Context: an optimization exercise on an open-source flow, tuned for small area, a short achievable clock period and few clock cycles. The choices shown serve that exercise and are no tape-out recipe.
The RTL was checked by simulation tests, not by an equivalence proof against the original design.
No activity file was given, so power comes from the tool's default toggle rates.

// framebuf_manager
module framebuf_manager
#(
	parameter int SYM_ID_BITS = 4,
	parameter int H_UNITS = 4,
	parameter int V_UNITS = 3
) (
	input  logic                  i_clk,
	input  logic                  n_btn_rst,
	input  logic                  i_sym_mode,
	input  logic                  i_pkt_valid,
	input  fb_pkg::pkt_word_t     i_pkt,
	input  logic                  i_frame_end,
	input  logic                  i_draw_en,
	input  logic [COORD_BITS-1:0] i_sx,
	input  logic [COORD_BITS-1:0] i_sy,
	output logic [COLOR_BITS-1:0] o_color_r,
	output logic [COLOR_BITS-1:0] o_color_g,
	output logic [COLOR_BITS-1:0] o_color_b,
	output logic                  o_cmd_full,
	output logic                  o_draw_idle
);
==> flow/config.mk <==
export PLATFORM = sky130hd
export DESIGN_NAME = framebuf_manager
export DESIGN_NICKNAME = framebuf_manager
export VERILOG_FILES = /design/flow/design.v
export SDC_FILE = /design/flow/constraint.sdc
export NUM_CORES = 4
export LEC_CHECK = 0
export CAP_MARGIN = 20
export CORE_MARGIN = 2
export CORE_UTILIZATION = 40
export SETUP_SLACK_MARGIN = 4.0
export SLEW_MARGIN = 20
==> flow/constraint.sdc <==
create_clock -name core_clock -period 6.0 [get_ports {i_clk}]
set_input_delay 1.2000 -clock core_clock [delete_from_list [all_inputs] [get_ports {i_clk}]]
set_output_delay 1.2000 -clock core_clock [all_outputs]
set_load 0.01 [all_outputs]
run.sh (not shown) runs the stock make flow with config.mk's settings and CLKGATE_MAP_FILE= SYNTH_SCRIPT=/design/flow/synth_recipe.tcl, a recipe that flattens the netlist after the stock synthesis.
Testbench counts at the start, summed over its fixed seeds: cycles 1,536.
Rerun with:
- SETUP_SLACK_MARGIN: 4.0 -> 3.5
Power falls by 1.9%. Worst setup slack loses 0.099 ns. Routed wire length falls by 6.4%.


Setup of raven:
Another version of the RTL of framebuf_manager (not shown whole).
Size: about 740 cells after synthesis, ~100 I/O pins.
==> flow/design.v (excerpt) <==
module framebuf_manager
#(
	parameter int SYM_ID_BITS = 4,
	parameter int H_UNITS = 4,
	parameter int V_UNITS = 3
) (
	input  logic                  i_clk,
	input  logic                  n_btn_rst,
	input  logic                  i_sym_mode,
	input  logic                  i_pkt_valid,
	input  fb_pkg::pkt_word_t     i_pkt,
	input  logic                  i_frame_end,
	input  logic                  i_draw_en,
	input  logic [COORD_BITS-1:0] i_sx,
	input  logic [COORD_BITS-1:0] i_sy,
	output logic [COLOR_BITS-1:0] o_color_r,
	output logic [COLOR_BITS-1:0] o_color_g,
	output logic [COLOR_BITS-1:0] o_color_b,
	output logic                  o_cmd_full,
	output logic                  o_draw_idle
);
	localparam int NUM_UNITS = H_UNITS * V_UNITS;
	logic                       prog_we;
	logic                       draw_we;
	logic [1:0]                 sym_width;
	logic [1:0]                 sym_height;
	logic                       cmd_valid;
	logic [SYM_ID_BITS-1:0]     cmd_id;
	logic [1:0]                 cmd_left;
	logic [1:0]                 cmd_top;
	logic [1:0]                 cmd_width;
  ...
==> flow/config.mk <==
export PLATFORM = sky130hd
export DESIGN_NAME = framebuf_manager
export DESIGN_NICKNAME = framebuf_manager
export VERILOG_FILES = /design/flow/design.v
export SDC_FILE = /design/flow/constraint.sdc
export NUM_CORES = 4
export LEC_CHECK = 0
export CAP_MARGIN = 20
export CORE_MARGIN = 2
export CORE_UTILIZATION = 60
export CTS_BUF_LIST = sky130_fd_sc_hd__clkbuf_16
export CTS_CLUSTER_DIAMETER = 100
export CTS_CLUSTER_SIZE = 30
export SETUP_SLACK_MARGIN = 3.85
export SLEW_MARGIN = 20
==> flow/constraint.sdc <==
create_clock -name core_clock -period 6.0 [get_ports {i_clk}]
set_input_delay 1.2000 -clock core_clock [delete_from_list [all_inputs] [get_ports {i_clk}]]
set_output_delay 1.2000 -clock core_clock [all_outputs]
set_load 0.01 [all_outputs]
standard.sh (not shown) runs the stock make flow with config.mk's settings and CLKGATE_MAP_FILE= SYNTH_SCRIPT=/design/flow/synth_recipe.tcl, a recipe that flattens the netlist after the stock synthesis.
==> flow/flow/run.sh <==
#!/bin/bash
# The standard layout (the standard.sh, unchanged synthesis and steps),
# with every input and output port buffered by a plain buf_1 instead of the
# cell buffer_ports picks by default. All tool output goes to flow.log
set -o pipefail
bash standard.sh "BUFFER_PORTS_ARGS=-buffer_cell sky130_fd_sc_hd__buf_1" finish > flow.log 2>&1
Testbench counts of raven, summed over its fixed seeds: cycles 1,536.
Inputs modified between raven and sierra:
==> flow/run.sh (new file) <==
#!/bin/bash
# synth_recipe.tcl (not shown) runs the flow's synth.tcl, then flattens the netlist and writes it again
# the make line also repeats each setting of config.mk as NAME=value (left out here)
make -C /OpenROAD-flow-scripts/flow DESIGN_CONFIG=/design/flow/config.mk WORK_HOME=/design/flow/orfs CLKGATE_MAP_FILE= SYNTH_SCRIPT=/design/flow/synth_recipe.tcl finish
removed: flow/flow/run.sh
removed: flow/standard.sh
Notes after the runs:
- sierra reached the end of the flow, and the finished layout is clean on the timing, DRC and antenna checks.
- Taking raven as the reference point, the buffering overhead of sierra rises by 1.7 points.
- sierra: global-route usage higher than raven
- Re worst-case setup margin in the final layout: raven and sierra aren't equal, and the lower value belongs to raven.
- Wire length essentially unchanged between raven and sierra.
- In sierra relative to raven, total power had gone up slightly.
- In terms of delay of the slowest critical-path stage, sierra and raven differ only marginally.
- The maximum clock frequency of sierra exceeds that of raven by about 0.33%.
- Via count: raven vs sierra, no meaningful difference
Input changes introduced in ember (baseline for comparison: sierra):
==> flow/flow/run.sh (new file) <==
#!/bin/bash
# The standard layout (the standard.sh, unchanged synthesis and steps),
# with every input and output port buffered by a plain buf_2 instead of the
# cell buffer_ports picks by default. All tool output goes to flow.log
set -o pipefail
bash standard.sh "BUFFER_PORTS_ARGS=-buffer_cell sky130_fd_sc_hd__buf_2" finish > flow.log 2>&1
==> flow/standard.sh (new file) <==
#!/bin/bash
# synth_recipe.tcl (not shown) runs the flow's synth.tcl, then flattens the netlist and writes it again
# the make line also repeats each setting of config.mk as NAME=value (left out here)
make -C /OpenROAD-flow-scripts/flow DESIGN_CONFIG=/design/flow/config.mk WORK_HOME=/design/flow/orfs CLKGATE_MAP_FILE= SYNTH_SCRIPT=/design/flow/synth_recipe.tcl "${@:-finish}"
--- a/flow/config.mk
+++ b/flow/config.mk
@@ -8,8 +8,9 @@
 export CAP_MARGIN = 20
 export CORE_MARGIN = 2
-export CORE_UTILIZATION = 60
+export CORE_UTILIZATION = 65
 export CTS_BUF_LIST = sky130_fd_sc_hd__clkbuf_16
 export CTS_CLUSTER_DIAMETER = 100
 export CTS_CLUSTER_SIZE = 30
+export PLACE_DENSITY = 0.7
 export SETUP_SLACK_MARGIN = 3.85
 export SLEW_MARGIN = 20
removed: flow/run.sh
==> run summary <==
- The run with more routed wire is sierra, not ember.
- Wire length of the first global-routing pass shrinks by a few percent when moving from sierra to ember.
- The lower combinational power of sierra and ember is in ember.
- On clock period minus final worst setup slack, ember tracks sierra almost exactly.
- The worst setup path startpoint comes out u_colorer.o_color_g[3] in one run and u_colorer.o_color_b[0] in the other, namely in sierra and ember respectively.
- Re multi-input logic portion of the cell area: ember is 0.31 points up on sierra.
- There was hardly any difference in CTS clock-pin slew for the worst setup and hold paths between ember and sierra.
- [compare] base=sierra new=ember: die width went down; final-layout fill cell count fell about 9%; power in sequential cells neither gained nor lost much; maximum frequency did not really move.

-- static timing again, ports no longer ideal --
No port has a modelled driver above. Below, the same layouts with a new extraction and two added sets of constraints.
Step 1 assumes that a clkbuf_16 drives the clock port and a buf_2 every other input.
Step 2 moves the port delays by t, midway between the first and last clock arrival at a register: inputs arrive t later, outputs are due t later. That takes back most of the time a late clock gives input paths.
Slacks: ideal / step 1 / step 2; pairs: ideal / step 1.
| run | t (ns) | slack for setup (ns) | worst data-port slew with drivers (ns) | cell pins on the clock port's net |
|---|---|---|---|---|
| the first run of note 1 | 0.594 | 3.640 / 3.640 / 3.274 | 0.07 | 1 |
| the second run of note 1 | 0.597 | 3.542 / 3.542 / 3.021 | 0.06 | 1 |
| raven | 0.554 | 3.826 / 3.778 / 3.287 | 0.05 | 1 |
| sierra | 0.565 | 3.833 / 3.785 / 3.282 | 0.05 | 1 |
| ember | 0.555 | 3.833 / 3.784 / 3.363 | 0.05 | 1 |
After both steps setup and hold are still met in every run listed. For sierra, which loses most, drivers alone change the setup slack by -0.048 ns; drivers and shift together by -0.551 ns.
